What follows belongs to an exercise in optimizing a design on an open flow for small area; a production flow would make more cautious choices.
RTL that was checked went through simulation tests only; none was proved equivalent to the original.
The RTL of run 4 was laid out without a check of its function.
Power and IR drop assume default switching activity.

File: flow/flow/run.sh
#!/bin/bash
# The standard layout (standard.sh: the standard synthesis and ORFS flow) with
# three layout choices changed:
#  - the buffers Yosys/ABC put into the netlist are removed at floorplan
#    (REMOVE_ABC_BUFFERS=1) and global placement is not timing driven, so
#    buffers are only added where the later repair steps need them;
#  - the port buffers are sky130_fd_sc_hd__buf_1, the smallest buffer (ORFS
#    picks a larger delay buffer by default); every port still gets one.
# The full make output goes to standard_flow.log here; ORFS's own per-step logs
# are under orfs/logs.
set -euo pipefail
cd "$(dirname "$0")/.."
export REMOVE_ABC_BUFFERS=1
export GPL_TIMING_DRIVEN=0
export BUFFER_PORTS_ARGS="-buffer_cell sky130_fd_sc_hd__buf_1"
bash standard.sh finish > standard_flow.log 2>&1
File: flow/constraint.sdc
create_clock -name core_clock -period 5.5 [get_ports {clk}]
set_input_delay 1.1000 -clock core_clock [delete_from_list [all_inputs] [get_ports {clk}]]
set_output_delay 1.1000 -clock core_clock [all_outputs]
set_load 0.01 [all_outputs]
File: flow/config.mk
export PLATFORM = sky130hd
export DESIGN_NAME = grahzm_core
export DESIGN_NICKNAME = grahzm_core
export VERILOG_FILES = /design/flow/design.v
export SDC_FILE = /design/flow/constraint.sdc
export NUM_CORES = 4
export LEC_CHECK = 0
export CAP_MARGIN = 20
export CORE_MARGIN = 2
export CORE_UTILIZATION = 50
export CTS_CLUSTER_DIAMETER = 100
export CTS_CLUSTER_SIZE = 28
export PLACE_DENSITY = 0.65
export SETUP_SLACK_MARGIN = 0.3
export SLEW_MARGIN = 5
export SYNTH_HIERARCHICAL = 1
File: flow/standard.sh
#!/bin/bash
# synth_recipe.tcl (not shown) runs the flow's synth.tcl, then flattens the netlist and writes it again
# the make line also repeats each setting of config.mk as NAME=value (left out here)
make -C /OpenROAD-flow-scripts/flow DESIGN_CONFIG=/design/flow/config.mk WORK_HOME=/design/flow/orfs CLKGATE_MAP_FILE= SYNTH_SCRIPT=/design/flow/synth_recipe.tcl "${@:-finish}"
File: flow/design.v
module grahzm_core #(
   parameter int WIDTH = 8,
   parameter int RAM_DEPTH = 256,
   parameter int PC_WIDTH = 8
) (
   input  logic                clk,
   input  logic                rst,
   output logic [PC_WIDTH-1:0] prog_addr,
   input  logic [7:0]          prog_data,
   input  logic [WIDTH-1:0]    in_data,
   input  logic                in_valid,
   output logic                in_ready,
   output logic [WIDTH-1:0]    out_data,
   output logic                out_valid,
   input  logic                out_ready,
   output logic                stall
);
   logic [7:0] pc_q, pc_d;
   logic [7:0] r0_q, r1_q, r2_q, r3_q, r4_q, r5_q;
   logic [7:0] r0_d, r1_d, r2_d, r3_d, r4_d, r5_d;
   logic [7:0] out_data_q, out_data_d;
   logic out_valid_q, out_valid_d;
   logic [2047:0] ram_q;
   logic [1:0] cls;
   logic [2:0] src, dst, op;
   logic is_copy, need_in, need_out, blocked, go, ram_we, zero, neg, base, taken;
   logic [7:0] src_val, reg_val, alu, rdata, wcol;
   logic [15:0] hi, lo;
   logic [255:0] nsel, wstb;
   logic [15:0] lo_we;
   assign cls = prog_data[7:6];
   assign src = prog_data[5:3];
   assign dst = prog_data[2:0];
   assign op = prog_data[2:0];
   always_comb begin
      for (int i = 0; i < 16; i++) begin
         hi[i] = r4_q[7:4] == 4'(i);
         lo[i] = r4_q[3:0] == 4'(i);
         lo_we[i] = lo[i] & ram_we;
      end
      for (int k = 0; k < 256; k++) begin
         nsel[k] = ~(hi[k / 16] & lo[k % 16]);
         wstb[k] = hi[k / 16] & lo_we[k % 16];
      end
   end
   for (genvar b = 0; b < 8; b++) begin : g_rd
      logic [127:0] pz;
      for (genvar g = 0; g < 128; g++) begin : g_pair
         grahzm_rd2 u_rd (.q({ram_q[(2*g+1)*8+b], ram_q[(2*g)*8+b]}), .nsel(nsel[2*g+1:2*g]), .z(pz[g]));
      end
      assign rdata[b] = ~|pz;
   end
   for (genvar k = 0; k < 256; k++) begin : g_word
      grahzm_ram_word u_word (.clk(clk), .wstb(wstb[k]), .nsel(nsel[k]), .wd(wcol), .q(ram_q[k*8+7:k*8]));
   end
   always_comb begin
      case (src)
         3'd0: reg_val = r0_q;
         3'd1: reg_val = r1_q;
         3'd2: reg_val = r2_q;
         3'd3: reg_val = r3_q;
         3'd4: reg_val = r4_q;
         default: reg_val = r5_q;
      endcase
   end
   always_comb begin
      is_copy = cls == 2'b10;
      need_in = is_copy && src == 3'd7;
      need_out = is_copy && dst == 3'd7;
      blocked = (need_in && !in_valid) || (need_out && out_valid_q && !out_ready);
      go = !rst && !blocked;
      ram_we = go && is_copy && dst == 3'd6 && src != 3'd6;
      src_val = src == 3'd7 ? in_data : src == 3'd6 ? rdata : reg_val;
      wcol = !ram_we ? 8'hff : src == 3'd7 ? in_data : reg_val;
   end
   always_comb begin
      alu = '0;
      case (op)
         3'd0: alu = r1_q | r2_q;
         3'd1: alu = ~(r1_q & r2_q);
         3'd2: alu = ~(r1_q | r2_q);
         3'd3: alu = r1_q & r2_q;
         3'd4: alu = r1_q + r2_q;
         3'd5: alu = r1_q - r2_q;
         3'd6: alu = r1_q ^ r2_q;
         default: alu = r1_q << 1;
      endcase
   end
   always_comb begin
      zero = r3_q == '0;
      neg = r3_q[7];
      base = op[1:0] == 2'd0 ? 1'b0 : op[1:0] == 2'd1 ? zero : op[1:0] == 2'd2 ? neg : zero | neg;
      taken = base ^ op[2];
   end
   always_comb begin
      pc_d = pc_q;
      r0_d = r0_q;
      r1_d = r1_q;
      r2_d = r2_q;
      r3_d = r3_q;
      r4_d = r4_q;
      r5_d = r5_q;
      out_data_d = out_data_q;
      out_valid_d = out_valid_q && !out_ready;
      if (go) begin
         pc_d = (cls == 2'b11 && taken) ? r0_q : pc_q + 1'b1;
         if (cls == 2'b00) r0_d = 8'(prog_data[5:0]);
         if (cls == 2'b01) r3_d = alu;
         if (is_copy) begin
            case (dst)
               3'd0: r0_d = src_val;
               3'd1: r1_d = src_val;
               3'd2: r2_d = src_val;
               3'd3: r3_d = src_val;
               3'd4: r4_d = src_val;
               3'd5: r5_d = src_val;
               default: ;
            endcase
         end
         if (need_out) begin
            out_data_d = src_val;
            out_valid_d = 1'b1;
         end
      end
   end
   assign prog_addr = rst ? '0 : pc_q;
   assign stall = !rst && blocked;
   assign in_ready = !rst && need_in && !blocked;
   assign out_data = out_data_q;
   assign out_valid = out_valid_q;
   always_ff @(posedge clk) begin
      if (rst) begin
         pc_q <= '0;
         r0_q <= '0;
         r1_q <= '0;
         r2_q <= '0;
         r3_q <= '0;
         r4_q <= '0;
         r5_q <= '0;
         out_data_q <= '0;
         out_valid_q <= 1'b0;
      end else begin
         pc_q <= pc_d;
         r0_q <= r0_d;
         r1_q <= r1_d;
         r2_q <= r2_d;
         r3_q <= r3_d;
         r4_q <= r4_d;
         r5_q <= r5_d;
         out_data_q <= out_data_d;
         out_valid_q <= out_valid_d;
      end
   end
endmodule
module grahzm_ram_word (
   input  logic       clk,
   input  logic       wstb,
   input  logic       nsel,
   input  logic [7:0] wd,
   output logic [7:0] q
);
   always_ff @(posedge clk) q <= (q | {8{wstb}}) & ({8{nsel}} | wd);
endmodule
module grahzm_rd2 (
   input  logic [1:0] q,
   input  logic [1:0] nsel,
   output logic       z
);
   assign z = ~&(q | nsel);
endmodule
==> results of run 1 <==
==> Yosys stat by module, one instance, submodules excluded <==
module,area (sq um),times used
grahzm_core,9250,1
grahzm_ram_word,246,256
grahzm_rd2,6.26,1024
==> cell usage after synthesis (4+ instances only) <==
master,count
buf_4,4
buf_2,263
inv_1,21
nor3_1,25
nand4_1,54
or3_1,5
xor2_1,5
nor4_1,274
dfxtp_1,2113
nand2_1,315
o22a_1,2049
and3_1,8
and4_1,8
a211oi_1,43
mux2i_1,15
o21ai_0,20
o22ai_1,1026
ha_1,25
nand3_1,25
a21oi_1,40
nor2b_1,20
or2_2,4
a22o_1,4
clkbuf_1,97
xnor2_1,12
mux4_2,6
nand2b_1,21
a2bb2oi_1,6
nor2_1,357
mux2_2,5
a2111oi_0,7
buf_6,259
a22oi_1,10
==> cells by family (layout without fill, tap and decap cells) <==
group | Yosys count | after routing | share of synthesized area, %
buf+inv | 648 | 284 | 6.01
mux | 26 | 26 | 0.434
fa+ha+maj | 26 | 26 | 0.423
other cells | 0 | 2 | 0
xor+xnor | 17 | 17 | 0.189
flops | 2113 | 2113 | 53.7
simple gates | 1129 | 1129 | 6.83
compound gates | 3238 | 3238 | 32.4
==> per-layer routing <==
| metal | global-route usage (%) | part of all wire (%) |
|---|---|---|
| met1 | 42.4 | 42 |
| met2 | 47.3 | 44 |
| met3 | 5.94 | 8.7 |
| met4 | 14.3 | 5.3 |
| met5 | 0 | 0.026 |
==> worst paths after layout <==
path                                start                       to  slack (ns)  depth (start not counted)
hold reg to reg   g_word[245].u_word.q[3]  g_word[245].u_word.q[3]        0.48                          1
setup reg to reg                  r4_q[2]                  r0_q[3]        0.14                         13
hold / removal    g_word[245].u_word.q[3]  g_word[245].u_word.q[3]        0.48                          1
setup / recovery                  r4_q[2]                  r0_q[3]        0.14                         13
==> through the flow <==
stage	util, %	hold slack (ns)	power [uW]	area (sq um)
after CTS	52.2	0.483	23600	81600
after floorplan	-	0.449	15900	74100
after global routing	52.3	0.492	24100	81800
final	52.3	0.481	23500	81800
after detailed placement	50.6	0.462	16200	79200
after global placement	49.1	0.453	16100	76800
==> worst max-delay path, delay by kind of cell (launching register included) <==
kind | cells | cell delay, ns
buffers and inverters | 3 | 0.71
DFF | 1 | 0.58
and+or+nand+nor | 7 | 2.85
AOI/OAI and AO/OA | 3 | 1.07
==> cell type report <==
type,instances,area [sq um]
diodes,2,5.00
clock inverters,9,92.6
flip-flops and latches,2113,42300
repair buffers,165,2250
multi-input cells,4436,32300
fillers,13996,74600
well taps,2058,2570
inverters,21,78.8
clock buffers,89,2190
==> registers in the layout, indices dropped and copies added, names as in the netlist <==
register / count
g_word.u_word.q: 2048
out_data_q: 8
pc_q: 8
r0_q: 8
r1_q: 8
r2_q: 8
r3_q: 8
r4_q: 8
r5_q: 8
out_valid_q: 1
==> power by group <==
group	total [uW]	internal [uW]	switching, uW
Sequential	15400	15300	32.2
Combinational	467	157	311
Clock	7670	2910	4760
==> timing repair <==
item / 4_1_cts / 5_1_grt
setup endpoints to repair: 25 / 32
pin swaps: 3 / 1
setup buffers: 0 / 0
resized for setup: 16 / 19
endpoints found under the hold margin: 0 / 0
==> summary.txt, run 1 <==
fin nets=6869; DIE HEIGHT=around 400 microns; post-route ant nets=0; cells taking the most area after synthesis=dfxtp_1 (54%), o22a_1 (23%), o22ai_1 (8.2%); RSZ-0062 raised after global routing=true; Power Density=between 200 and 300 mW/mm^2; crit path max fanout=16; Post-Layout Cell Count=8893; Core ar.=around 0.16 sq mm; H-tree Lvls=3; final hold viol count=0; Lkg Pwr=between 0.03 and 0.04 uW; register area share after synthesis=approximately 54%; post-DP HPWL=181000 microns; final setup fails=0; Largest stage delay, worst path=roughly 0.68 ns; required time of the critical path=6.13 ns; clock sink count=2113; FP Rows=145; syn avg cell area=10.9 sq um; vias after detailed routing=62515; Async S/R FF share, synth=0%; Die W=401 microns; Peak VDD IR=approximately 0.27 mV; wire per inst=slightly below 30 microns; cell taking the most area after synthesis=dfxtp_1; Residual DRC=0; CTS root buf=clkbuf_16; final wirelength=approximately 260000 microns; clock latency (worst-skew pair)=between 0.7 and 0.8 ns; most common library cell in the layout ignoring fill and taps=dfxtp_1; GRT Overall Usage=31.0%; commonest register cell after synthesis=dfxtp_1; CP Data Arrival Time=approximately 6.0 ns; f_max=0.187 GHz; IO buf count=38; cts bufs inserted=86; minimum clock period=about 5.4 ns; setup_tns=0 ns; Mapped Cells=7197; Die ar.=0.161 sq mm; Netlist cell types=67; most frequent cells in the layout=dfxtp_1 (2110), o22a_1 (2049), o22ai_1 (1022), nor2_1 (340), nand2_1 (293); Worst Skew=approximately 0.038 ns; max capacitance violation total=0; max-slew violations=0; Final WS setup=roughly 0.14 ns; Bufs on Longest Clock Path=3; dpl ws=0.0749 ns; hold_buf cts=0; CTS tree=built; initial antenna violation count=4; 1st-iter DRT viols=6817; Slew headroom=16.0%; drt first pass iters=6; outcome=timing/DRC/antenna clean; vias in the first global route=57107; critical path's slowest cell=nor4_1; layout cells sized above 1=5.11%; Least-Margin Pin Slew=roughly 1.2 ns; Synth Register Bits=around 2100; gr ovfl total=0; CTS clock-pin slew for the worst setup and hold paths=approximately 0.12 ns; synthesized area=0.0788 sq mm; vias per inst=7.03; number of synthesized flops with an enable pin=0; share of the synthesized area in the top cell type=between 50% and 60%; RD Place Congestion=between 0.8 and 0.9; CP dominant cell by count=nor4_1; worst path cell trace=nand2b_1 > nor3_2 > buf_4 > buf_6 > nand2_1 > o22ai_1 > nor4_1 > and4_1 > nand4_1 > nor4_1 > buf_2 > a2bb2oi_1 > a2111oi_0; wire length of the first global-routing pass=between 300000 and 400000 microns; final worst path period share=97.4%; Syn-to-layout area delta=3.83%; I/O pin count=39; Synthesis Warnings=8; Worst Path Class, Setup=register to register; CP Capture Type=register; Initial Util=50.4%; Cells after DPL=8786; largest net degree at the start of global routing=between 60 and 70; Worst Setup Start Kind=register; Hold Path Class=register to register
==> run 2: changes to the inputs <==
--- a/flow/config.mk
+++ b/flow/config.mk
@@ -7,3 +7,3 @@
 export LEC_CHECK = 0
-export CAP_MARGIN = 20
+export CAP_MARGIN = 30
 export CORE_MARGIN = 2
@@ -13,4 +13,4 @@
 export PLACE_DENSITY = 0.65
-export SETUP_SLACK_MARGIN = 0.3
-export SLEW_MARGIN = 5
+export SETUP_SLACK_MARGIN = 0.4
+export SLEW_MARGIN = 10
 export SYNTH_HIERARCHICAL = 1
==> run 2 against run 1 <==
Setup slack better by 0.20 ns; highest routed layer unchanged; clock skew decreased by 0.010 ns; synthesized cell count unchanged; non-clock buffer count increased by 24.
==> summary.txt, run 2 <==
largest net degree at the start of global routing=65; Worst Setup Start Kind=register; Bufs on Longest Clock Path=3; RD Place Congestion=0.899; clock latency (worst-skew pair)=between 0.7 and 0.8 ns; Cells after DPL=8808; Hold Path Cell Cnt=1; FP Rows=145; cell taking the most area after synthesis=dfxtp_1; Metal-1 WL=111000 microns; filler cell count=13911; post-DP HPWL=between 150000 and 200000 microns; outcome=timing/DRC/antenna clean; worst path cell trace=nand2b_1 > nor3_2 > buf_4 > buf_6 > nand2_1 > o22ai_1 > nor4_1 > and4_1 > nand4_1 > nor4_4 > a2bb2oi_2 > a2111oi_0; most common library cell in the layout ignoring fill and taps=dfxtp_1; R2R setup slack=between 0.3 and 0.4 ns; Netlist cell types=67; Mapped Cells=7197; crit path max fanout=16; Async S/R FF share, synth=0%; CTS root buf=clkbuf_16; Worst Skew=0.0276 ns; DR WL met2=115000 microns; f_max=between 0.15 and 0.2 GHz; CP Data Arrival Time=between 5 and 6 ns; GRT Overall Usage=31.0%; Peak VDD IR=0.246 mV; final hold viol count=0; DIE HEIGHT=401 microns; number of synthesized flops with an enable pin=0; clock sink count=2113; required time of the critical path=6.13 ns; post-route ant nets=0; Least-Margin Pin Slew=1.18 ns; synthesized area=just under 0.08 sq mm; Worst Setup SP=r4_q[2]; count leader, synth=dfxtp_1; Post-Layout Cell Count=around 8900; gr ovfl total=0; Initial Util=50.4%; Die W=approximately 400 microns; max capacitance violation total=0; max reg flops=2048; CP Capture Type=register; Worst R2R Start=r4_q[2]; Setup Buffers After CTS=0; Core ar.=0.156 sq mm; total power=23500 uW; cells taking the most area after synthesis=dfxtp_1 (54%), o22a_1 (23%), o22ai_1 (8.2%); top routing layer in use=met5; final worst path period share=93.8%; list of most frequent post-synthesis cells=dfxtp_1 (2113), o22a_1 (2049), o22ai_1 (1026); Syn-to-layout area delta=4.23%; CTS clock-pin slew for the worst setup and hold paths=0.10 ns; drt first pass iters=5; vias after detailed routing=62701; Die ar.=0.161 sq mm; wire per inst=29.4 microns; vias per inst=between 7 and 8; cts bufs inserted=86; IO buf count=38; register area share after synthesis=a little over half; Lkg Pwr=0.0302 uW; Synth Register Bits=2113; final setup fails=0; Largest stage delay, worst path=0.67 ns; critical path's slowest cell=nor4_1; Worst Path Class, Setup=register to register; CTS tree=built; initial antenna violation count=10; Hold Startpoint=g_word[196].u_word.q[4]; share of the synthesized area in the top cell type=53.7%; vias in the first global route=57016; Power Density=286 mW/mm^2; Fin Hold WS=0.479 ns; wire length of the first global-routing pass=roughly 380000 microns; setup_tns=0 ns; H-tree Lvls=3; 1st-iter DRT viols=7281; fin nets=~7000; reg-to-reg endpoint=r0_q[3]; Biggest register=g_word.u_word.q; layout cells sized above 1=roughly 5.5%; WL met3=between 20000 and 25000 microns; Residual DRC=0; Slew headroom=20.4%; Hold Path Class=register to register; hold_buf cts=0; RSZ-0062 raised after global routing=true; most frequent cells in the layout=dfxtp_1 (2109), o22a_1 (2049), o22ai_1 (1023), nor2_1 (339), nand2_1 (291); final wirelength=262000 microns; Synthesis Warnings=8; hold path endpoint=g_word[196].u_word.q[4]; minimum clock period=5.16 ns; I/O pin count=39; worst reg2reg path depth=12; commonest register cell after synthesis=dfxtp_1; max-slew violations=0; syn avg cell area=10.9 sq um
==> run 2: final cells by class <==
type	count	area, sq um	area share [%]
repair buffers	189	2530	3.08
inverters	21	78.8	0.0960
diodes	4	10.0	0.0122
flip-flops and latches	2113	42300	51.5
clock inverters	7	85.1	0.104
multi-input cells	4436	32300	39.4
clock buffers	87	2180	2.65
well taps	2058	2570	3.14
==> run 2: how the worst max path moves through the flow <==
stage                              endpoint  slack [ns]  cells past startpoint
floorplan             g_word[0].u_word.q[0]       -2.87                      5
global placement    g_word[127].u_word.q[4]      -11.05                      6
detailed placement                  r3_q[7]        0.03                     11
CTS                                 r3_q[1]        0.34                     12
global route                        r3_q[1]        0.30                     13
finish                              r0_q[3]        0.34                     12
==> run 2: routing by layer <==
layer  vias to the layer above  GRT usage, %
met3                       493          5.06
met2                      2636          47.4
met4                         8          14.0
li1                      27834             -
met1                     31730          42.9
met5                         -             0
==> run 2: metrics by stage <==
step / cell area (sq um) / utilization [%] / worst slack, ns
after floorplan: 74100 / - / -2.87
final: 82100 / 52.5 / 0.341
after global routing: 82100 / 52.5 / 0.305
after CTS: 81900 / 52.3 / 0.343
after global placement: 76800 / 49.1 / -11.05
after detailed placement: 79500 / 50.8 / 0.0332
==> run 2: worst max-delay path: cells and delay by family, from the launching register on <==
kind | cells | cell delay, ns
AND/OR/NAND/NOR | 7 | 3.04
AO/OA/AOI/OAI | 3 | 1.01
flip-flops | 1 | 0.55
buffers and inverters | 2 | 0.41
==> run 2: modules after synthesis (local to each module, per instance) <==
module,times used,area [sq um],cells inside
grahzm_core,1,9250,1565
grahzm_ram_word,256,246,18
grahzm_rd2,1024,6.26,1
==> run 2: cells by family (layout without fill, tap and decap cells) <==
logic type,count (synthesis),in the layout,synth area share [%]
muxes,26,26,0.434
adders and majority gates,26,26,0.423
xor gates and xnor gates,17,17,0.189
other,0,4,0
AOI/OAI and AO/OA,3238,3238,32.4
and+or+nand+nor,1129,1129,6.83
buffers and inverters,648,304,6.01
DFF,2113,2113,53.7
==> run 2: power breakdown <==
group	internal [uW]	leakage, uW	total, uW	switching [uW]
sequential	15300	0.0170	15400	32.0
clock	2930	0.00111	7630	4710
combinational	162	0.0121	478	316
total	18400	0.0302	23500	5060
==> run 2: what timing repair did <==
action	CTS	global route
endpoints found under the setup margin	56	24
resized for setup	24	19
pin swaps	3	2
==> run 3: changes to the inputs <==
--- a/flow/config.mk
+++ b/flow/config.mk
@@ -7,8 +7,8 @@
 export LEC_CHECK = 0
-export CAP_MARGIN = 30
+export CAP_MARGIN = 25
 export CORE_MARGIN = 2
-export CORE_UTILIZATION = 50
+export CORE_UTILIZATION = 55
 export CTS_CLUSTER_DIAMETER = 100
 export CTS_CLUSTER_SIZE = 28
-export PLACE_DENSITY = 0.65
+export PLACE_DENSITY = 0.7
 export SETUP_SLACK_MARGIN = 0.4
==> run 3 against run 2 <==
Still clean on timing, DRC and antenna; clock power about the same; wire length down 2.7%; critical path depth decreased by 1; critical endpoint is now r3_q[7]; highest routed layer unchanged.
==> summary.txt, run 3 <==
wire per inst=29.1 microns; Core ar.=0.142 sq mm; Hold Path Class=register to register; hold_buf cts=0; cell taking the most area after synthesis=dfxtp_1; Setup Buffers After CTS=0; FP Rows=138; RD Place Congestion=between 0.8 and 0.9; Synth Register Bits=2113; final core utilization=57.7%; Metal-1 WL=105000 microns; count leader, synth=dfxtp_1; max capacitance violation total=0; Die ar.=around 0.15 sq mm; Initial Util=between 50% and 60%; Net Sw Power=5020 uW; final worst path period share=94.7%; cells taking the most area after synthesis=dfxtp_1 (54%), o22a_1 (23%), o22ai_1 (8.2%); final hold viol count=0; Netlist cell types=67; Hold Startpoint=g_word[245].u_word.q[0]; post-DP HPWL=176000 microns; Worst R2R Start=r4_q[0]; Biggest register=g_word.u_word.q; filler cell count=12015; Comb power frac=under 10%; Fin Hold WS=0.481 ns; register area share after synthesis=53.7%; drt first pass iters=6; share of the synthesized area in the top cell type=about 54%; CP Capture Type=register; outcome=timing/DRC/antenna clean; Net Sw Frac=21.4%; Worst Path Class, Setup=register to register; Bufs on Longest Clock Path=3; Lkg Pwr=0.0302 uW; post-route ant nets=0; Worst Setup Start Kind=register; Synthesis Warnings=8; DR WL met2=111000 microns; gr ovfl total=0; Mapped Cells=slightly above 7000; CP Data Arrival Time=5.91 ns; Placed Instance Area=around 0.079 sq mm; Least-Margin Pin Slew=between 1 and 1.5 ns; final setup fails=0; max reg flops=2048; clock sink count=2113; Die W=382 microns; P_int=18400 uW; top routing layer in use=met5; minimum clock period=between 5 and 6 ns; Design Area, Final=0.0818 sq mm; vias after detailed routing=63001; clock latency (worst-skew pair)=0.77 ns; CTS clock-pin slew for the worst setup and hold paths=0.11 ns; crit path max fanout=16; hold path endpoint=g_word[245].u_word.q[0]; vias per inst=7.21; max-slew violations=0; Residual DRC=0; largest net degree at the start of global routing=66; layout cells sized above 1=under 10%; cts bufs inserted=85; syn avg cell area=between 10 and 15 sq um; IO buf count=38; reg-to-reg endpoint=r3_q[7]; I/O pin count=39; Final WS setup=0.293 ns; WL met3=between 20000 and 25000 microns; GRT Overall Usage=between 30% and 40%; synthesized area=a little under 0.08 sq mm; 1st-iter DRT viols=between 7000 and 8000; DIE HEIGHT=382 microns; CTS tree=built; H-tree Lvls=3; most frequent cells in the layout=dfxtp_1 (2109), o22a_1 (2049), o22ai_1 (1025), nor2_1 (339), nand2_1 (284); Worst Skew=0.0464 ns; R2R setup slack=0.29 ns; commonest register cell after synthesis=dfxtp_1; Slew headroom=21.6%; Hold Path Cell Cnt=1; Async S/R FF share, synth=0%; Syn-to-layout area delta=3.87%; wire length of the first global-routing pass=372000 microns; most common library cell in the layout ignoring fill and taps=dfxtp_1; vias in the first global route=roughly 57000; worst reg2reg path depth=11; Power Density=287 mW/mm^2; required time of the critical path=6.20 ns; number of synthesized flops with an enable pin=0; Clk network pwr share=32.5%; final wirelength=255000 microns; list of most frequent post-synthesis cells=dfxtp_1 (2113), o22a_1 (2049), o22ai_1 (1026); dpl ws=-0.230 ns; RSZ-0062 raised after global routing=true; f_max=0.192 GHz; CTS root buf=clkbuf_16; Peak VDD IR=about 0.28 mV; fin nets=6880; initial antenna violation count=9; Reg power frac=65.5%
[run 3: timing repair]
item	4_1_cts	5_1_grt
resized for setup	21	35
pin swaps	1	3
endpoints found under the setup margin	30	39
[run 3: cell families (layout without fill, tap and decap cells)]
| group | after synthesis | count (layout) | synth area share (%) |
|---|---|---|---|
| adder cells (fa/ha/maj) | 26 | 26 | 0.423 |
| AND/OR/NAND/NOR | 1129 | 1129 | 6.83 |
| multiplexers | 26 | 26 | 0.434 |
| other | 0 | 2 | 0 |
| XOR/XNOR | 17 | 17 | 0.189 |
| AO/OA/AOI/OAI | 3238 | 3238 | 32.4 |
| flip-flops | 2113 | 2113 | 53.7 |
| buffers and inverters | 648 | 294 | 6.01 |
[run 3: cell type report]
cell class / instances / area [sq um] / share of cell area [%]
Sequential cell: 2113 / 42300 / 51.7
Multi-Input combinational cell: 4436 / 32400 / 39.6
Timing Repair Buffer: 177 / 2390 / 2.92
Tap cell: 1890 / 2360 / 2.89
Clock buffer: 89 / 2210 / 2.70
Clock inverter: 7 / 86.3 / 0.106
Inverter: 21 / 78.8 / 0.0964
Antenna cell: 2 / 5.00 / 0.00612
[run 3: per-module statistics from Yosys (local to each module, per instance)]
module | flops+latches | cell area [sq um]
grahzm_core | 65 | 9250
grahzm_ram_word | 8 | 246
grahzm_rd2 | 0 | 6.26
[run 3: worst max-delay path by stage]
stage,slack (ns),from,to
final,0.29,r4_q[0],r3_q[7]
after detailed placement,-0.23,r4_q[2],r0_q[5]
after CTS,0.36,r4_q[2],r0_q[5]
after global placement,-10.82,rst,g_word[116].u_word.q[0]
after global routing,0.33,r4_q[1],r0_q[2]
after floorplan,-2.87,prog_data[7],g_word[0].u_word.q[0]
[run 3: stage by stage]
stage | TNS, ns | std cells | total power [uW]
CTS | 0 | 8726 | 23500
global placement | - | 8498 | 16100
detailed placement | -0.325 | 8630 | 16200
finish | 0 | 8735 | 23500
floorplan | -3652.28 | 6570 | 15900
global route | 0 | 8733 | 24100
[run 3: power groups by stage]
stage                     Combinational [uW]  Sequential (uW)  Clock, uW
after floorplan                          241            15700          0
after global placement                   411            15700          0
after detailed placement                 441            15700          0
after CTS                                447            15400       7720
after global routing                     491            15400       8230
final                                    473            15400       7630
[run 3: worst max-delay path, stage by stage, from the launching register on]
cell and delay, ns:
dfxtp_1 0.61, nand2b_1 0.44, nor2_4 0.23, buf_12 0.23
nand2_1 0.50, o22ai_1 0.29, nor4_1 1.03, nand4_1 0.31
nor4_4 0.62, a2bb2oi_2 0.29, o41ai_1 0.40, a21o_1 0.13
[run 3: per-layer routing]
metal  global-route usage [%]  vias to the layer above
li1                         -                    27846
met1                     45.4                    31603
met2                     50.1                     2929
met3                     7.02                      607
met4                     16.5                       16
met5                        0                        -
==> run 4: changes to the inputs <==
--- a/flow/design.v
+++ b/flow/design.v
@@ -52,4 +52,8 @@
    end
-   for (genvar k = 0; k < 256; k++) begin : g_word
-      grahzm_ram_word u_word (.clk(clk), .wstb(wstb[k]), .nsel(nsel[k]), .wd(wcol), .q(ram_q[k*8+7:k*8]));
+   for (genvar i = 0; i < 16; i++) begin : g_row
+      logic [7:0] wd;
+      assign wd = wcol | {8{~(ram_we & hi[i])}};
+      for (genvar j = 0; j < 16; j++) begin : g_col
+         grahzm_ram_word u_word (.clk(clk), .wstb(wstb[i*16+j]), .nsel(nsel[i*16+j]), .wd(wd), .q(ram_q[(i*16+j)*8+7:(i*16+j)*8]));
+      end
    end
@@ -73,3 +77,3 @@
       src_val = src == 3'd7 ? in_data : src == 3'd6 ? rdata : reg_val;
-      wcol = !ram_we ? 8'hff : src == 3'd7 ? in_data : reg_val;
+      wcol = src == 3'd7 ? in_data : reg_val;
    end
--- a/flow/config.mk
+++ b/flow/config.mk
@@ -7,10 +7,9 @@
 export LEC_CHECK = 0
-export CAP_MARGIN = 25
+export CAP_MARGIN = 20
 export CORE_MARGIN = 2
-export CORE_UTILIZATION = 55
+export CORE_UTILIZATION = 40
 export CTS_CLUSTER_DIAMETER = 100
 export CTS_CLUSTER_SIZE = 28
-export PLACE_DENSITY = 0.7
-export SETUP_SLACK_MARGIN = 0.4
-export SLEW_MARGIN = 10
+export SETUP_SLACK_MARGIN = 0.3
+export SLEW_MARGIN = 20
 export SYNTH_HIERARCHICAL = 1
==> run 4 against run 3 <==
Combinational power grew 29%; largest power group unchanged; setup slack lost 0.12 ns; total power up 1.6%.
==> summary.txt, run 4 <==
max reg flops=slightly above 2000; largest net degree at the start of global routing=50; count leader, synth=dfxtp_1; fin nets=7018; H-tree Lvls=3; gr ovfl total=0; Netlist cell types=74; CTS tree=built; wire per inst=a little under 30 microns; top routing layer in use=met5; Mapped Cells=7372; layout cells sized above 1=6.40%; Least-Margin Pin Slew=1.24 ns; CTS clock-pin slew for the worst setup and hold paths=0.11 ns; Worst Path Class, Setup=register to register; Die ar.=just over 0.2 sq mm; final hold viol count=0; Die W=450 microns; Design Area, Final=0.0837 sq mm; final wirelength=287000 microns; Lkg Pwr=0.0305 uW; RD Place Congestion=~0.90; Worst Skew=0.0433 ns; final setup fails=0; Synth Register Bits=2113; FP Rows=163; vias in the first global route=58892; max capacitance violation total=0; critical path's slowest cell=nor4_2; outcome=timing/DRC/antenna clean; post-DP HPWL=roughly 200000 microns; DIE HEIGHT=450 microns; post-route ant nets=0; drt first pass iters=6; Async S/R FF share, synth=0%; CP Data Arrival Time=5.99 ns; Core ar.=roughly 0.2 sq mm; share of the synthesized area in the top cell type=a little over half; commonest register cell after synthesis=dfxtp_1; Worst Setup Start Kind=register; most frequent cells in the layout=dfxtp_1 (2106), o22a_1 (2048), o22ai_1 (1024), nand2_1 (418), nor2_1 (341); Final WS setup=around 0.17 ns; Largest stage delay, worst path=0.87 ns; Post-Layout Cell Count=~9600; initial antenna violation count=21; number of synthesized flops with an enable pin=0; clock latency (worst-skew pair)=0.78 ns; syn avg cell area=10.8 sq um; cell taking the most area after synthesis=dfxtp_1; wire length of the first global-routing pass=410000 microns; vias per inst=6.67; Initial Util=about two fifths; WL met3=26400 microns; Residual DRC=0; Slew headroom=16.8%; cts bufs inserted=87; 1st-iter DRT viols=8278; required time of the critical path=6.16 ns; clock sink count=~2100; total power=23800 uW; vias after detailed routing=64264; Metal-1 WL=121000 microns; hold_buf cts=0; CP Capture Type=register; Biggest register=g_row.g_col.u_word.q; GRT Overall Usage=27.0%; cells taking the most area after synthesis=dfxtp_1 (53%), o22a_1 (23%), o22ai_1 (8.1%); max-slew violations=0; most common library cell in the layout ignoring fill and taps=dfxtp_1; worst path cell trace=nand2b_1 > nor2_4 > buf_16 > nand2_1 > o22ai_1 > nor4_2 > nand4_1 > or4_1 > nor3_2 > a221oi_2 > a221oi_1; Syn-to-layout area delta=5.12%; dpl ws=-0.963 ns; Hold Path Class=register to register; CTS root buf=clkbuf_16; DR WL met2=roughly 120000 microns; minimum clock period=5.33 ns; I/O pin count=39; register area share after synthesis=53.1%; IO buf count=38; final worst path period share=96.9%; f_max=0.188 GHz; Synthesis Warnings=8; Placed Instance Area=0.0806 sq mm; Cells after DPL=9519; synthesized area=0.0796 sq mm; crit path max fanout=16; Bufs on Longest Clock Path=3; list of most frequent post-synthesis cells=dfxtp_1 (2113), o22a_1 (2048), o22ai_1 (1027); RSZ-0062 raised after global routing=false; Power Density=285 mW/mm^2; final core utilization=42.4%; Peak VDD IR=0.246 mV
## run 4: final cells by class
type | count | area (sq um)
Sequential cell | 2113 | 42300
Inverter | 30 | 113
Multi-Input combinational cell | 4587 | 33700
Tap cell | 2640 | 3300
Clock buffer | 90 | 2220
Clock inverter | 10 | 168
Fill cell | 18648 | 114000
Timing Repair Buffer | 153 | 1900
Antenna cell | 11 | 27.5
## run 4: worst paths after layout
kind | start | endpoint | slack, ns | depth (start not counted)
worst max-delay path | r4_q[1] | r3_q[7] | 0.17 | 11
worst max register to register | r4_q[1] | r3_q[7] | 0.17 | 11
worst min-delay path | g_row[13].g_col[13].u_word.q[0] | g_row[13].g_col[13].u_word.q[0] | 0.48 | 1
worst min register to register | g_row[13].g_col[13].u_word.q[0] | g_row[13].g_col[13].u_word.q[0] | 0.48 | 1
## run 4: Yosys stat by module, one instance, submodules excluded
module           flops+latches  cells
grahzm_core                 65   1740
grahzm_ram_word              8     18
grahzm_rd2                   0      1
## run 4: repair_timing
item | 4_1_cts | 5_1_grt
endpoints found under the setup margin | 56 | 51
setup buffers | 3 | 0
gates resized for setup | 70 | 41
pin swaps | 7 | 8
## run 4: per-layer routing
metal | track usage (%) | vias up
li1 | - | 28274
met1 | 36.8 | 32446
met2 | 40.8 | 2943
met3 | 5.30 | 587
met4 | 13.2 | 14
met5 | 0 | -
## run 4: kinds of logic (layout without fill, tap and decap cells)
| group | after synthesis | count (layout) | synth area share (%) |
|---|---|---|---|
| adders and majority gates | 26 | 26 | 0.418 |
| buffers and inverters | 672 | 283 | 6.06 |
| other | 0 | 11 | 0 |
| AOI/OAI and AO/OA | 3217 | 3217 | 31.9 |
| muxes | 43 | 43 | 0.632 |
| xor gates and xnor gates | 13 | 13 | 0.143 |
| and+or+nand+nor | 1288 | 1288 | 7.75 |
| DFF | 2113 | 2113 | 53.1 |
## run 4: power by group
| group | internal [uW] | total [uW] | switching [uW] |
|---|---|---|---|
| clock | 2970 | 7860 | 4900 |
| combinational | 188 | 612 | 424 |
| sequential | 15300 | 15400 | 29.9 |
## run 4: per-stage QoR
step,TNS (ns),hold slack (ns)
after CTS,0,0.482
after detailed placement,-32.57,0.462
after global placement,-7703.75,0.454
after global routing,0,0.493
final,0,0.479
after floorplan,0,0.437
## run 4: worst max-delay path: cells and delay by family (launching register included)
| family | cells | cell delay [ns] |
|---|---|---|
| simple gates | 7 | 3.32 |
| compound gates | 3 | 0.99 |
| buf+inv | 1 | 0.23 |
| flops | 1 | 0.65 |
==> run 5: changes to the inputs <==
--- a/flow/design.v
+++ b/flow/design.v
@@ -19,4 +19,5 @@
    logic [7:0] r0_q, r1_q, r2_q, r3_q, r4_q, r5_q;
-   logic [7:0] r0_d, r1_d, r2_d, r3_d, r4_d, r5_d;
-   logic [7:0] out_data_q, out_data_d;
+   logic [7:0] out_data_q;
+   logic [6:0] ld;
+   logic [7:0] sum, d_src, d_r0, d_r3;
    logic out_valid_q, out_valid_d;
@@ -52,8 +53,4 @@
    end
-   for (genvar i = 0; i < 16; i++) begin : g_row
-      logic [7:0] wd;
-      assign wd = wcol | {8{~(ram_we & hi[i])}};
-      for (genvar j = 0; j < 16; j++) begin : g_col
-         grahzm_ram_word u_word (.clk(clk), .wstb(wstb[i*16+j]), .nsel(nsel[i*16+j]), .wd(wd), .q(ram_q[(i*16+j)*8+7:(i*16+j)*8]));
-      end
+   for (genvar k = 0; k < 256; k++) begin : g_word
+      grahzm_word8 u_word (.clk(clk), .wstb(wstb[k]), .nsel(nsel[k]), .wd(wcol), .q(ram_q[k*8+7:k*8]));
    end
@@ -77,6 +74,6 @@
       src_val = src == 3'd7 ? in_data : src == 3'd6 ? rdata : reg_val;
-      wcol = src == 3'd7 ? in_data : reg_val;
+      wcol = !ram_we ? 8'hff : src == 3'd7 ? in_data : reg_val;
    end
    always_comb begin
-      alu = '0;
+      sum = r1_q + (r2_q ^ {8{op[0]}}) + 8'(op[0]);
       case (op)
@@ -86,6 +83,5 @@
          3'd3: alu = r1_q & r2_q;
-         3'd4: alu = r1_q + r2_q;
-         3'd5: alu = r1_q - r2_q;
          3'd6: alu = r1_q ^ r2_q;
-         default: alu = r1_q << 1;
+         3'd7: alu = r1_q << 1;
+         default: alu = sum;
       endcase
@@ -99,10 +95,22 @@
    always_comb begin
+      ld[0] = rst || (go && (cls == 2'b00 || (is_copy && dst == 3'd0)));
+      ld[1] = rst || (go && is_copy && dst == 3'd1);
+      ld[2] = rst || (go && is_copy && dst == 3'd2);
+      ld[3] = rst || (go && (cls == 2'b01 || (is_copy && dst == 3'd3)));
+      ld[4] = rst || (go && is_copy && dst == 3'd4);
+      ld[5] = rst || (go && is_copy && dst == 3'd5);
+      ld[6] = rst || (go && need_out);
+      d_src = rst ? '0 : src_val;
+      d_r0 = rst ? '0 : cls == 2'b00 ? 8'(prog_data[5:0]) : src_val;
+      d_r3 = rst ? '0 : cls == 2'b01 ? alu : src_val;
+   end
+   grahzm_word8 u_r0 (.clk(clk), .wstb(ld[0]), .nsel(~ld[0]), .wd(d_r0), .q(r0_q));
+   grahzm_word8 u_r1 (.clk(clk), .wstb(ld[1]), .nsel(~ld[1]), .wd(d_src), .q(r1_q));
+   grahzm_word8 u_r2 (.clk(clk), .wstb(ld[2]), .nsel(~ld[2]), .wd(d_src), .q(r2_q));
+   grahzm_word8 u_r3 (.clk(clk), .wstb(ld[3]), .nsel(~ld[3]), .wd(d_r3), .q(r3_q));
+   grahzm_word8 u_r4 (.clk(clk), .wstb(ld[4]), .nsel(~ld[4]), .wd(d_src), .q(r4_q));
+   grahzm_word8 u_r5 (.clk(clk), .wstb(ld[5]), .nsel(~ld[5]), .wd(d_src), .q(r5_q));
+   grahzm_word8 u_out (.clk(clk), .wstb(ld[6]), .nsel(~ld[6]), .wd(d_src), .q(out_data_q));
+   always_comb begin
       pc_d = pc_q;
-      r0_d = r0_q;
-      r1_d = r1_q;
-      r2_d = r2_q;
-      r3_d = r3_q;
-      r4_d = r4_q;
-      r5_d = r5_q;
-      out_data_d = out_data_q;
       out_valid_d = out_valid_q && !out_ready;
@@ -110,19 +118,3 @@
          pc_d = (cls == 2'b11 && taken) ? r0_q : pc_q + 1'b1;
-         if (cls == 2'b00) r0_d = 8'(prog_data[5:0]);
-         if (cls == 2'b01) r3_d = alu;
-         if (is_copy) begin
-            case (dst)
-               3'd0: r0_d = src_val;
-               3'd1: r1_d = src_val;
-               3'd2: r2_d = src_val;
-               3'd3: r3_d = src_val;
-               3'd4: r4_d = src_val;
-               3'd5: r5_d = src_val;
-               default: ;
-            endcase
-         end
-         if (need_out) begin
-            out_data_d = src_val;
-            out_valid_d = 1'b1;
-         end
+         if (need_out) out_valid_d = 1'b1;
       end
@@ -137,9 +129,2 @@
          pc_q <= '0;
-         r0_q <= '0;
-         r1_q <= '0;
-         r2_q <= '0;
-         r3_q <= '0;
-         r4_q <= '0;
-         r5_q <= '0;
-         out_data_q <= '0;
          out_valid_q <= 1'b0;
@@ -147,9 +132,2 @@
          pc_q <= pc_d;
-         r0_q <= r0_d;
-         r1_q <= r1_d;
-         r2_q <= r2_d;
-         r3_q <= r3_d;
-         r4_q <= r4_d;
-         r5_q <= r5_d;
-         out_data_q <= out_data_d;
          out_valid_q <= out_valid_d;
@@ -158,3 +136,3 @@
 endmodule
-module grahzm_ram_word (
+module grahzm_word8 (
    input  logic       clk,
--- a/flow/config.mk
+++ b/flow/config.mk
@@ -7,3 +7,3 @@
 export LEC_CHECK = 0
-export CAP_MARGIN = 20
+export CAP_MARGIN = 15
 export CORE_MARGIN = 2
@@ -13,3 +13,3 @@
 export SETUP_SLACK_MARGIN = 0.3
-export SLEW_MARGIN = 20
+export SLEW_MARGIN = 5
 export SYNTH_HIERARCHICAL = 1
==> run 5 against run 4 <==
Now fails the layout checks on max-capacitance violations, max-slew violations, negative setup slack; total power increased by 6.9%; sequential cell count unchanged; critical path depth increased by 1; clock skew increased by 0.014 ns; global-route usage decreased by 0.67 points; area after synthesis decreased by 1.1%; synthesized cell count decreased by 2.7%; cell count decreased by 2.0%; wire length decreased by 3.8%; combinational power increased to 3.3 times the previous value; clock-buffer cell count decreased by 3; non-clock buffer count increased by 8; critical endpoint is now u_r4.q[4].
==> summary.txt, run 5 <==
Initial Util=40.3%; I/O pin count=39; syn avg cell area=between 10 and 15 sq um; max reg flops=2048; gr ovfl total=0; drt first pass iters=6; Peak VDD IR=0.233 mV; IO buf count=38; post-DP HPWL=190000 microns; 1st-iter DRT viols=6709; RD Place Congestion=0.897; wire length of the first global-routing pass=394000 microns; Lkg Pwr=0.0305 uW; initial antenna violation count=24; GRT Overall Usage=26.4%; Setup Buffers After CTS=0; most frequent cells in the layout=dfxtp_1 (2109), o22a_1 (2104), o22ai_1 (1031), nor2_1 (312), nand2_1 (292); Synthesis Warnings=8; max capacitance violation total=1; Core ar.=0.195 sq mm; fin nets=6839; Post-Layout Cell Count=9437; register area share after synthesis=53.7%; Synth Register Bits=between 2000 and 2500; Biggest register=g_word.u_word.q; CP Data Arrival Time=6.34 ns; Netlist cell types=55; Worst Setup Start Kind=register; Cells after DPL=9327; hold_buf cts=0; Placed Instance Area=roughly 0.080 sq mm; clock latency (worst-skew pair)=0.80 ns; commonest register cell after synthesis=dfxtp_1; RSZ-0062 raised after global routing=true; cell taking the most area after synthesis=dfxtp_1; number of synthesized flops with an enable pin=0; Final WS setup=-0.0914 ns; final worst path period share=102%; Syn-to-layout area delta=5.05%; Hold Path Class=register to register; clock sink count=approximately 2100; Least-Margin Pin Slew=1.53 ns; layout cells sized above 1=5.50%; final hold viol count=0; crit path max fanout=16; DIE HEIGHT=about 450 microns; vias per inst=between 6 and 7; Mapped Cells=7173; share of the synthesized area in the top cell type=53.7%; Async S/R FF share, synth=0%; Power Density=308 mW/mm^2; filler cell count=18518; setup_tns=-0.580 ns; Die ar.=approximately 0.20 sq mm; wire per inst=29.3 microns; final setup fails=10; Worst Path Class, Setup=register to register; final core utilization=42.4%; required time of the critical path=6.24 ns; Fin Hold WS=0.478 ns; count leader, synth=dfxtp_1; Residual DRC=0; cells taking the most area after synthesis=dfxtp_1 (54%), o22a_1 (23%), o22ai_1 (8.2%); vias after detailed routing=62689; largest net degree at the start of global routing=61; vias in the first global route=56986; Worst Skew=0.0575 ns; Die W=~450 microns; list of most frequent post-synthesis cells=dfxtp_1 (2113), o22a_1 (2104), o22ai_1 (1032); synthesized area=roughly 0.08 sq mm; Design Area, Final=0.0828 sq mm; FP Rows=162; final wirelength=around 280000 microns; CP Capture Type=register; most common library cell in the layout ignoring fill and taps=dfxtp_1; Slew headroom=-3.15%; minimum clock period=~5.6 ns; f_max=0.179 GHz; max-slew violations=2; Bufs on Longest Clock Path=3; outcome=complete, but fails checks; CTS tree=built; cts bufs inserted=87; H-tree Lvls=3; CTS root buf=clkbuf_16; CTS clock-pin slew for the worst setup and hold paths=between 0.1 and 0.15 ns; post-route ant nets=0; violated checks=max-capacitance violations, max-slew violations, negative setup slack
-- run 5: cell count changes in the layout (fill, tap and decap cells not counted), sizes merged, moves of 10 or more --
cell / previous run / this run
nand3: 25 / 35
a211oi: 29 / 6
nand2: 456 / 321
xor2: 2 / 14
or4: 15 / 1
o31ai: 10 / 0
o22a: 2048 / 2104
nor2: 359 / 331
-- run 5: layer usage --
layer | track usage [%] | vias up | routed length [microns]
met5 | 0 | - | 140
met4 | 11.7 | 20 | 12500
met3 | 4.40 | 459 | 22500
met2 | 41.2 | 2527 | 124000
met1 | 35.7 | 31961 | 117000
li1 | - | 27722 | -
-- run 5: where the power goes --
group	total, uW	internal [uW]	switching [uW]
Combinational	2000	625	1380
Sequential	15600	15500	177
Clock	7810	2920	4890
Total	25500	19000	6450
-- run 5: worst paths after layout --
check | startpoint | endpoint | slack, ns | cells past startpoint
setup reg to reg | u_r4.q[1] | u_r4.q[4] | -0.09 | 12
setup / recovery | u_r4.q[1] | u_r4.q[4] | -0.09 | 12
hold reg to reg | g_word[207].u_word.q[4] | g_word[207].u_word.q[4] | 0.48 | 1
hold / removal | g_word[207].u_word.q[4] | g_word[207].u_word.q[4] | 0.48 | 1
-- run 5: cell families after synthesis --
| group | after synthesis | share of synthesized area, % |
|---|---|---|
| fa+ha+maj | 24 | 0.391 |
| flops | 2113 | 53.7 |
| compound gates | 3230 | 32.4 |
| mux | 44 | 0.569 |
| xor+xnor | 18 | 0.200 |
| buf+inv | 651 | 6.11 |
| simple gates | 1093 | 6.65 |
-- run 5: what timing repair did --
action	in CTS	in global routing
gates resized for setup	46	39
pin swaps	5	6
endpoints found under the setup margin	54	48
cloned	0	0
-- run 5: layout make-up --
class / count / area, sq um / share of cell area (%)
flip-flops and latches: 2113 / 42300 / 51.1
multi-input cells: 4409 / 32500 / 39.3
repair buffers: 161 / 2230 / 2.70
inverters: 23 / 86.3 / 0.104
diodes: 8 / 20.0 / 0.0242
well taps: 2624 / 3280 / 3.97
clock buffers: 87 / 2180 / 2.63
clock inverters: 12 / 174 / 0.210
-- run 5: stage by stage --
step | worst slack, ns | total power (uW)
2_1_floorplan | -3.48 | 16800
3_3_place_gp | -11.70 | 17700
3_5_place_dp | -0.727 | 17900
4_1_cts | 0.294 | 25500
5_1_grt | 0.103 | 26200
6_report | -0.0914 | 25500
-- run 5: worst max-delay path, cell delays in order (launching register included) --
cell and delay [ns]:
dfxtp_1 0.62, nand2b_1 0.42, nor2_4 0.24, buf_12 0.24, nand2_1 0.43, o22ai_1 0.22
nor4_1 1.18, nand4_1 0.46, nor2_1 0.42, nand3_1 0.39, o211ai_1 0.33, and2_1 0.35
o22a_1 0.19
-- run 5: modules after synthesis, one instance, submodules excluded --
module	times used	cells
grahzm_word8	263	18
grahzm_core	1	1415
grahzm_rd2	1024	1
==> run 6: changes to the inputs <==
--- a/flow/config.mk
+++ b/flow/config.mk
@@ -12,3 +12,3 @@
 export CTS_CLUSTER_SIZE = 28
-export SETUP_SLACK_MARGIN = 0.3
+export SETUP_SLACK_MARGIN = 0.5
 export SLEW_MARGIN = 5
==> run 6 against run 5 <==
Sequential share of layout area shrank 0.19 points; largest power group unchanged; clock power is essentially flat; critical endpoint is now u_r5.q[3]; combinational power grew 2%; non-clock buffer count grew 1; the run now finishes clean; clock-buffer cell count is the same; first-iteration DRC count shrank 0.97%; sequential cell count is the same.
==> summary.txt, run 6 <==
fin nets=6840; register area share after synthesis=between 50 and 60%; Async S/R FF share, synth=0%; FP Rows=162; layout cells sized above 1=6.38%; hold_buf cts=0; CTS tree=built; Worst Skew=0.0583 ns; crit path max fanout=16; Worst Setup Start Kind=register; cts bufs inserted=87; final worst path period share=93.2%; most common library cell in the layout ignoring fill and taps=dfxtp_1; Worst Path Class, Setup=register to register; max-slew violations=0; cells taking the most area after synthesis=dfxtp_1 (54%), o22a_1 (23%), o22ai_1 (8.2%); synthesized area=between 0.07 and 0.08 sq mm; total power=25500 uW; required time of the critical path=6.23 ns; Least-Margin Pin Slew=approximately 1.3 ns; filler cell count=18489; commonest register cell after synthesis=dfxtp_1; outcome=timing/DRC/antenna clean; share of the synthesized area in the top cell type=53.7%; list of most frequent post-synthesis cells=dfxtp_1 (2113), o22a_1 (2104), o22ai_1 (1032); final wirelength=276000 microns; Die ar.=between 0.2 and 0.25 sq mm; CTS root buf=clkbuf_16; IO buf count=38; number of synthesized flops with an enable pin=0; H-tree Lvls=3; final hold viol count=0; initial antenna violation count=19; CTS clock-pin slew for the worst setup and hold paths=0.11 ns; CP Capture Type=register; Fin Hold WS=0.479 ns; wire per inst=29.2 microns; RD Place Congestion=0.897; f_max=0.195 GHz; Synth Register Bits=2113; vias per inst=6.64; max capacitance violation total=0; Residual DRC=0; final setup fails=0; RSZ-0062 raised after global routing=true; Mapped Cells=7173; Initial Util=40.3%; clock latency (worst-skew pair)=0.79 ns; vias in the first global route=57060; Final WS setup=0.374 ns; Synthesis Warnings=8; DIE HEIGHT=448 microns; Core ar.=a little under 0.2 sq mm; Netlist cell types=55; minimum clock period=5.13 ns; dpl ws=-0.727 ns; count leader, synth=dfxtp_1; gr ovfl total=0; Die W=about 450 microns; syn avg cell area=11.0 sq um; wire length of the first global-routing pass=~400000 microns; Bufs on Longest Clock Path=3; post-DP HPWL=about 190000 microns; max reg flops=between 2000 and 2500; CP Data Arrival Time=5.86 ns; cell taking the most area after synthesis=dfxtp_1; GRT Overall Usage=26.4%; most frequent cells in the layout=dfxtp_1 (2109), o22a_1 (2104), o22ai_1 (1027), nor2_1 (310), nand2_1 (263); 1st-iter DRT viols=6644; Syn-to-layout area delta=5.44%; Peak VDD IR=0.229 mV; I/O pin count=39; largest net degree at the start of global routing=61; Power Density=307 mW/mm^2; Biggest register=g_word.u_word.q; Lkg Pwr=0.0306 uW; drt first pass iters=6; Slew headroom=11.5%; post-route ant nets=0; Hold Path Class=register to register; clock sink count=2113; vias after detailed routing=62631
[run 6: changes by cell type in the layout (fill, tap and decap cells not counted), sizes merged]
| cell | before | now |
|---|---|---|
| diode | 8 | 5 |
| clkbuf | 88 | 89 |
[run 6: logic make-up (layout without fill, tap and decap cells)]
| group | after synthesis | count (layout) | synth area share [%] |
|---|---|---|---|
| other cells | 0 | 5 | 0 |
| buf+inv | 651 | 284 | 6.11 |
| xor+xnor | 18 | 18 | 0.200 |
| mux | 44 | 44 | 0.569 |
| compound gates | 3230 | 3230 | 32.4 |
| flops | 2113 | 2113 | 53.7 |
| fa+ha+maj | 24 | 24 | 0.391 |
| simple gates | 1093 | 1093 | 6.65 |
[run 6: path summary, 6_finish.rpt]
check	slack, ns	endpoint	cells past startpoint	from
max	0.37	u_r5.q[3]	13	u_r4.q[0]
min	0.48	g_word[207].u_word.q[4]	1	g_word[207].u_word.q[4]
max reg2reg	0.37	u_r5.q[3]	13	u_r4.q[0]
min reg2reg	0.48	g_word[207].u_word.q[4]	1	g_word[207].u_word.q[4]
[run 6: layout make-up]
type                            count  area [sq um]  area share (%)
Timing Repair Buffer              162          2240            2.69
Clock inverter                     12           174           0.209
Multi-Input combinational cell   4409         32800            39.5
Sequential cell                  2113         42300            50.9
Clock buffer                       87          2180            2.62
Antenna cell                        5          12.5          0.0151
Inverter                           23          86.3           0.104
Tap cell                         2624          3280            3.95
[run 6: metrics by stage]
stage / cell area, sq um / TNS [ns] / util (%) / instances
2_1_floorplan: 74100 / -6994.25 / - / 6545
3_3_place_gp: 77500 / - / 39.7 / 9207
3_5_place_dp: 79900 / -14.21 / 40.9 / 9327
4_1_cts: 82700 / 0 / 42.3 / 9426
5_1_grt: 83100 / 0 / 42.5 / 9431
6_report: 83100 / 0 / 42.5 / 9435
[run 6: per-layer routing]
layer / share of wire [%] / vias to the layer above / routed length, microns / track usage [%]
li1: - / 27698 / - / -
met1: 42 / 31939 / 117000 / 36.0
met2: 45 / 2523 / 123000 / 41.1
met3: 8.1 / 463 / 22500 / 3.92
met4: 4.9 / 8 / 13500 / 12.0
met5: 0.017 / - / 46 / 0
[run 6: modules after synthesis (local to each module, per instance)]
module / cells inside / copies in the design
grahzm_core: 1415 / 1
grahzm_word8: 18 / 263
grahzm_rd2: 1 / 1024
[run 6: report_power, final]
group	internal [uW]	switching [uW]	total [uW]
combinational	637	1400	2040
clock	2920	4900	7820
sequential	15500	178	15600
total	19000	6470	25500
[run 6: worst max-delay path, cell delays in order, from the launching register on]
cell and delay (ns):
dfxtp_1 0.65, nand2b_2 0.36, nor3_4 0.12, buf_16 0.20, buf_16 0.16, nand2_1 0.41
o22ai_1 0.34, nor4_1 0.55, and4_1 0.41, nand3_1 0.34, nor4_4 0.60, a21oi_1 0.26
nor2_2 0.42, o22a_1 0.21
[run 6: repair_timing]
action	in CTS	in global routing
pin swaps	9	9
setup endpoints to repair	56	48
buffers inserted	0	0
resized for setup	77	75
gates cloned	0	0

[what the ideal ports hide]
The flow's constraints put no driver on any port. The routed layouts listed below were extracted and timed again, unchanged, in two steps.
Step 1: set_driving_cell puts a clkbuf_16 on clk and a buf_2 on each other input, an assumption about the parent block.
Step 2 adds t to the input delays and takes it off the output delays; t is the mean of the earliest and latest rising clock arrival at the registers after step 1. Input paths then give back, and output paths get back, about the clock's delay inside the block.
Three values: ideal ports, drivers, drivers and shift; two values: the first two.
run | t (ns) | setup slack, ns | worst setup path after step 2 | slew at the worst register clock pin (ns)
run 1 | 0.824 | 0.140 / 0.140 / 0.110 | input to register | 0.12 / 0.12
run 2 | 0.814 | 0.341 / 0.341 / 0.311 | input to register | 0.11 / 0.11
run 3 | 0.824 | 0.293 / 0.293 / 0.167 | input to register | 0.12 / 0.12
run 4 | 0.835 | 0.169 / 0.169 / 0.169 | register to register | 0.11 / 0.11
run 5 | 0.859 | -0.091 / -0.091 / -0.111 | input to register | 0.12 / 0.12
run 6 | 0.846 | 0.374 / 0.374 / -0.135 | input to register | 0.12 / 0.12
With both steps, setup timing fails in run 6, where it was met with ideal ports. The setup slack of run 6, which loses most, moves by 0.000 ns with the drivers and by -0.509 ns with both steps.
